From an optimization exercise on the open Yosys and OpenROAD flow, aimed at small area; shortcuts taken in it are not production practice. In this exercise RTL edits were held to simulation tests only and were not proved equivalent to the original.

[flow/design.v]
module name_field_slot #(
    parameter int DATA_W = 160
) (
    input  logic              clk,
    input  logic              rst,
    input  logic              wr,
    input  logic [DATA_W-1:0] wdata,
    input  logic              grant,
    output logic [DATA_W-1:0] hold_data,
    output logic              pend,
    output logic              ovf
);
    logic [DATA_W-1:0] data_q, data_d;
    logic              pend_q, pend_d;
    logic              ovf_q, ovf_d;
    always_comb begin
        data_d = wr ? wdata : data_q;
        pend_d = wr | (pend_q & ~grant);
        ovf_d  = ovf_q | (wr & pend_q & ~grant);
    end
    always_ff @(posedge clk or posedge rst) begin
        if (rst) begin
            data_q <= '0;
            pend_q <= 1'b0;
            ovf_q  <= 1'b0;
        end else begin
            data_q <= data_d;
            pend_q <= pend_d;
            ovf_q  <= ovf_d;
        end
    end
    assign hold_data = data_q;
    assign pend      = pend_q;
    assign ovf       = ovf_q;
endmodule
module name_field_arbiter #(
    parameter int NUM_FIELDS = 10,
    parameter int DATA_W     = 160,
    parameter int IDX_W      = 4
) (
    input  logic                         clk,
    input  logic                         rst,
    input  logic [NUM_FIELDS*DATA_W-1:0] field_data,
    input  logic [NUM_FIELDS-1:0]        field_w,
    output logic [DATA_W-1:0]            out_data,
    output logic [IDX_W-1:0]             out_field,
    output logic                         out_last,
    output logic                         out_valid,
    input  logic                         out_ready,
    output logic [NUM_FIELDS-1:0]        overflow
);
    logic [NUM_FIELDS-1:0][DATA_W-1:0] hold_data;
    logic [NUM_FIELDS-1:0]             pend;
    logic [NUM_FIELDS-1:0]             grant_vec;
    logic [DATA_W-1:0]     out_data_q, out_data_d;
    logic [IDX_W-1:0]      out_field_q, out_field_d;
    logic                  out_last_q, out_last_d;
    logic                  out_valid_q, out_valid_d;
    logic [IDX_W-1:0]      rr_q, rr_d;
    logic [NUM_FIELDS-1:0] seen_q, seen_d;
    logic                  slot_free;
    logic                  grant_vld;
    logic [IDX_W-1:0]      grant_idx;
    logic [NUM_FIELDS-1:0] seen_set;
    for (genvar i = 0; i < NUM_FIELDS; i++) begin : g_slot
        name_field_slot #(.DATA_W(DATA_W)) u_slot (
            .clk       (clk),
            .rst       (rst),
            .wr        (field_w[i]),
            .wdata     (field_data[i*DATA_W +: DATA_W]),
            .grant     (grant_vec[i]),
            .hold_data (hold_data[i]),
            .pend      (pend[i]),
            .ovf       (overflow[i])
        );
    end
    assign slot_free = ~out_valid_q | out_ready;
    always_comb begin
        grant_vld = 1'b0;
        grant_idx = '0;
        for (int k = 0; k < NUM_FIELDS; k++) begin
            if (slot_free && !grant_vld && pend[(int'(rr_q) + k) % NUM_FIELDS]) begin
                grant_vld = 1'b1;
                grant_idx = IDX_W'((int'(rr_q) + k) % NUM_FIELDS);
            end
        end
        grant_vec = grant_vld ? (NUM_FIELDS'(1) << grant_idx) : '0;
    end
    always_comb begin
        out_data_d  = out_data_q;
        out_field_d = out_field_q;
        out_last_d  = out_last_q;
        out_valid_d = out_valid_q;
        rr_d        = rr_q;
        seen_d      = seen_q;
        seen_set    = seen_q | grant_vec;
        if (grant_vld) begin
            out_data_d  = hold_data[grant_idx];
            out_field_d = grant_idx;
            out_valid_d = 1'b1;
            rr_d        = (grant_idx == IDX_W'(NUM_FIELDS - 1)) ? '0 : grant_idx + 1'b1;
            if (&seen_set) begin
                out_last_d = 1'b1;
                seen_d     = '0;
            end else begin
                out_last_d = 1'b0;
                seen_d     = seen_set;
            end
        end else if (slot_free) begin
            out_valid_d = 1'b0;
            out_last_d  = 1'b0;
        end
    end
    always_ff @(posedge clk or posedge rst) begin
        if (rst) begin
            out_data_q  <= '0;
            out_field_q <= '0;
            out_last_q  <= 1'b0;
            out_valid_q <= 1'b0;
            rr_q        <= '0;
            seen_q      <= '0;
        end else begin
            out_data_q  <= out_data_d;
            out_field_q <= out_field_d;
            out_last_q  <= out_last_d;
            out_valid_q <= out_valid_d;
            rr_q        <= rr_d;
            seen_q      <= seen_d;
        end
    end
    assign out_data  = out_data_q;
    assign out_field = out_field_q;
    assign out_last  = out_last_q;
    assign out_valid = out_valid_q;
endmodule
[flow/run.sh]
#!/bin/bash
# synth_recipe.tcl (not shown) runs the flow's synth.tcl, then flattens the netlist and writes it again
# the make line also repeats each setting of config.mk as NAME=value (left out here)
make -C /OpenROAD-flow-scripts/flow DESIGN_CONFIG=/design/flow/config.mk WORK_HOME=/design/flow/orfs CLKGATE_MAP_FILE= SYNTH_SCRIPT=/design/flow/synth_recipe.tcl finish
[flow/config.mk]
export PLATFORM = sky130hd
export DESIGN_NAME = name_field_arbiter
export DESIGN_NICKNAME = name_field_arbiter
export VERILOG_FILES = /design/flow/design.v
export SDC_FILE = /design/flow/constraint.sdc
export NUM_CORES = 4
export LEC_CHECK = 0
export CAP_MARGIN = 20
export CORE_AREA = 5 5 635 635
export DIE_AREA = 0 0 640 640
export SLEW_MARGIN = 20
[flow/constraint.sdc]
create_clock -name core_clock -period 7.0 [get_ports {clk}]
set_input_delay 1.4000 -clock core_clock [delete_from_list [all_inputs] [get_ports {clk}]]
set_output_delay 1.4000 -clock core_clock [all_outputs]
set_load 0.01 [all_outputs]
==> notes.md <==
synth_stat cells (5+ instances only):
library cell / instances / share of area (%)
mux4_2: 167 / 4.5
a21oi_1: 58 / 0.35
buf_1: 18 / 0.082
a31oi_1: 14 / 0.11
buf_2: 80 / 0.48
a22o_1: 5 / 0.053
a211o_1: 7 / 0.074
nor3b_1: 6 / 0.054
nand2b_1: 19 / 0.14
xor2_1: 5 / 0.053
o211ai_1: 8 / 0.073
nor2b_1: 18 / 0.14
and3_1: 12 / 0.091
and2_1: 13 / 0.098
nand2_1: 67 / 0.30
dfrtp_1: 1800 / 54
clkbuf_1: 297 / 1.3
mux2i_1: 505 / 6.1
a2bb2oi_1: 5 / 0.053
nand4_1: 11 / 0.083
or2_2: 5 / 0.038
mux2_2: 1610 / 22
a21o_1: 21 / 0.19
ha_1: 34 / 0.51
o21ai_0: 203 / 1.2
o32ai_1: 5 / 0.053
a211oi_1: 174 / 1.6
xnor2_1: 20 / 0.21
o22ai_1: 166 / 1.3
a21boi_0: 9 / 0.082
nand3_1: 21 / 0.13
buf_8: 11 / 0.20
inv_1: 17 / 0.077
nor3_1: 27 / 0.16
or3_1: 6 / 0.045
a22oi_1: 5 / 0.045
buf_4: 27 / 0.24
o31a_1: 5 / 0.053
a31o_2: 10 / 0.11
nor2_1: 364 / 1.7
o21a_1: 8 / 0.073
final cells by class:
| cell class | instances | area, um2 |
|---|---|---|
| Antenna cell | 159 | 398 |
| Sequential cell | 1800 | 45000 |
| Fill cell | 40000 | 279000 |
| Inverter | 23 | 90.1 |
| Clock inverter | 91 | 1110 |
| Multi-Input combinational cell | 3729 | 35700 |
| Timing Repair Buffer | 2114 | 21500 |
| Tap cell | 5242 | 6560 |
| Clock buffer | 302 | 6250 |
registers in the layout, indices dropped and copies added (netlist names):
register and flops:
g_slot.u_slot.data_q 1600, out_data_q 160, g_slot.u_slot.ovf_q 10, g_slot.u_slot.pend_q 10, seen_q 10, out_field_q 4, rr_q 4, out_last_q 1
out_valid_q 1
layout by cell type (no fill, tap or decap), types with 11 or more instances in the layout:
master / synthesis / final
dfrtp_1: 1800 / 1800
a211oi_1: 174 / 173
nand2b_1: 19 / 19
ha_1: 34 / 34
and2_1: 13 / 13
a31oi_1: 14 / 14
clkbuf_16: 0 / 217
nand2_1: 67 / 65
o21ai_0: 203 / 203
diode_2: 0 / 159
o22ai_1: 166 / 166
a21oi_1: 58 / 58
buf_4: 27 / 234
clkdlybuf4s50_1: 0 / 1778
nand4_1: 11 / 11
clkbuf_1: 297 / 35
nor3_1: 27 / 27
clkbuf_8: 0 / 50
nor2b_1: 18 / 16
inv_1: 17 / 16
mux4_2: 167 / 167
a21o_1: 21 / 21
clkinv_2: 0 / 44
mux2i_1: 505 / 505
bufinv_16: 0 / 17
nand3_1: 21 / 20
buf_12: 0 / 92
nor2_1: 364 / 364
xnor2_1: 20 / 19
mux2_2: 1610 / 1610
and3_1: 12 / 12
layer usage:
layer / GRT usage (%) / share of wire (%) / vias to the layer above
li1: - / - / 26200
met1: 27.2 / 39 / 33900
met2: 34.4 / 46 / 3095
met3: 6.39 / 8.9 / 827
met4: 11.7 / 5.5 / 94
met5: 0 / 0.13 / -
kinds of logic (layout without fill, tap and decap cells):
kind of cell | count (synthesis) | after routing
buffers and inverters | 460 | 2530
other | 0 | 159
flip-flops | 1800 | 1800
AND/OR/NAND/NOR | 600 | 600
XOR/XNOR | 28 | 28
AO/OA/AOI/OAI | 780 | 780
adder cells (fa/ha/maj) | 38 | 38
multiplexers | 2283 | 2283
per-stage QoR:
step	worst slack (ns)
global placement	0.107
CTS	0.211
detailed placement	0.217
floorplan	-19.37
global route	0.00259
finish	0.197
worst max-delay path, delay by kind of cell (launching register included):
| kind | cells | cell delay [ns] |
|---|---|---|
| AOI/OAI and AO/OA | 11 | 3.25 |
| xor gates and xnor gates | 1 | 0.44 |
| adders and majority gates | 2 | 0.69 |
| buffers and inverters | 4 | 0.91 |
| DFF | 1 | 0.45 |
| muxes | 1 | 0.24 |
| and+or+nand+nor | 4 | 0.61 |
how the worst min path moves through the flow:
| stage | startpoint | end | slack (ns) | cells after the start |
|---|---|---|---|---|
| after floorplan | g_slot[0].u_slot.ovf_q | g_slot[0].u_slot.ovf_q | 0.44 | 1 |
| after global placement | g_slot[9].u_slot.ovf_q | g_slot[9].u_slot.ovf_q | 0.45 | 1 |
| after detailed placement | g_slot[2].u_slot.ovf_q | g_slot[2].u_slot.ovf_q | 0.47 | 1 |
| after CTS | g_slot[2].u_slot.ovf_q | g_slot[2].u_slot.ovf_q | 0.48 | 1 |
| after global routing | g_slot[2].u_slot.ovf_q | g_slot[2].u_slot.ovf_q | 0.50 | 1 |
| final | g_slot[2].u_slot.ovf_q | g_slot[2].u_slot.ovf_q | 0.48 | 1 |
==> impl_metrics.yaml <==
placement:
  numPortBuffers: 1788
  dp_hpwl_mm: 371
  dpl.cell_count: 12900
  gp_congestion: 0.961
  placed_area_mm2: 0.109
final_layout:
  syn2layout_area_growth_pct: 41.1
  drive_above_1_share_pct: 31.4
  fin_area_mm2: 0.117
  final_net_count: 9531
  stdcell_count: 13500
  fin_util_pct: 29.5
sta:
  timing.slew.headroom_pct: 24.3
  finalMaxSlewViolations: 0
  rsz0062_at_grt: "no"
  skew_ns: 0.0997
  period_needed_ns: 6.80
  fmax_ghz: 0.147
  finalCritPeriodShare_pct: 97.2
  tightest_slew_ns: 1.14
  fin_tns_setup_ns: 0
  finalSetupViolCount: 0
  hold_ws_ns: 0.481
  hold_viol: 0
setup_path:
  crit_type: "reg2reg"
  path_max_fanout: 18
  cp.arrival_ns: 7.51
  r2r-start: "rr_q[2]"
  startpoint_type: "flop"
  path_cells: "inv_2, ha_1, nand2b_1, xnor2_1, nand2_1, ha_1, nor2b_1, a21oi_1, a2111oi_0, o211ai_1, a22oi_1, a21o_1, a21boi_0, o311ai_0, a31oi_1, o21ai_4, buf_12, buf_12, buf_4, mux2i_1, o22ai_1, a211oi_2, nor2_1"
  r2r_end: "out_data_q[129]"
  critPathSlowestCell: "a2111oi_0"
  setup.worst_path.end: "out_data_q[129]"
  cp-end-kind: "flop"
  r2r_setup_slack_ns: 0.20
  crit_path_start: "rr_q[2]"
  ff2ff_path_depth: 23
  cpPeakStageDelay_ns: 0.66
  cp.required_ns: 7.71
grt:
  grt_pass1_vias: 66200
  grt_max_degree: 164
  gr-total-overflow: 0
  grt_use_total_pct: 21.9
  antenna_found_initial: 257
  grt_pass1_wl_mm: 614
run:
  drv_cap: 0
route:
  post_drt_wl_per_cell_um: 34.9
  postRouteAntennaNets: 0
  wirelength_mm: 469
  num_vias: 64100
  vias_per_cell: 4.76
  drt-pass1-iter-count: 12
  drt_iter0_markers: 5502
  drc: 0
synthesis:
  synth_area_mm2: 0.0827
  ys_warn_count: 2
  synth_compound_area_share_pct: 6.30
  synth_xor_area_share_pct: 0.337
  yosys.area_share.adder_pct: 0.562
  synth_simple_gate_area_share_pct: 3.26
  yosysSeqAreaShare_pct: 54.4
  async_reset_ff_share_pct: 100
  synthCells: 5989
  ys_types: 102
  synth_nets: 7636
  synth-edff-count: 0
  synth_top_family_by_area: "multiplexers"
  avgSynthCellArea_um2: 13.8
  synthMuxAreaShare_pct: 32.6
  ys_ff_latch: 1800
  synthFlopType: "dfrtp_1"
floorplanning:
  initial_core_util_pct: 20.9
  coreArea_mm2: 0.396
  io_pins: 1789
  chipWidth_um: 640
  die_height_um: 640
  rows: 231
  dieArea_mm2: 0.410
run_status:
  status: "timing/DRC/antenna clean"
clocking:
  cts.sinks: 1800
  cts_resized: 0
  cts_tree: "yes"
  clock_latency_ns: 0.92
  clk_path_buf_depth: 4
  clk_pin_slew_worst_paths_ns: 0.06
  cts_hold_buffers: 0
  cts_setup_buffers: 0
  clockRootBuffer: "clkbuf_16"
  cts_max_level: 4
  cts_buffers: 216
worst_hold_path:
  hp-class: "reg2reg"

==> afterwards: timing with drivers on the ports <==
Ports are ideal in the flow. The routed layout listed here was re-timed in OpenROAD. Step 1 assumes that a clkbuf_16 drives the clock port and a buf_2 every other input. Step 2 also shifts input and output timing later by t, the mid clock arrival at the registers, as if the neighbouring blocks saw the same clock. a / b / c = no drivers / after step 1 / after step 2; a / b = the first two.
t (ns): 0.956
slack for setup (ns): 0.197 / 0.197 / 0.197
worst hold slack (ns): 0.481 / 0.481 / 0.481
pins driven straight from the clock port: 1
After both steps setup and hold are still met in this run. For this run, drivers alone change the setup slack by 0.000 ns; drivers and shift together by 0.000 ns.
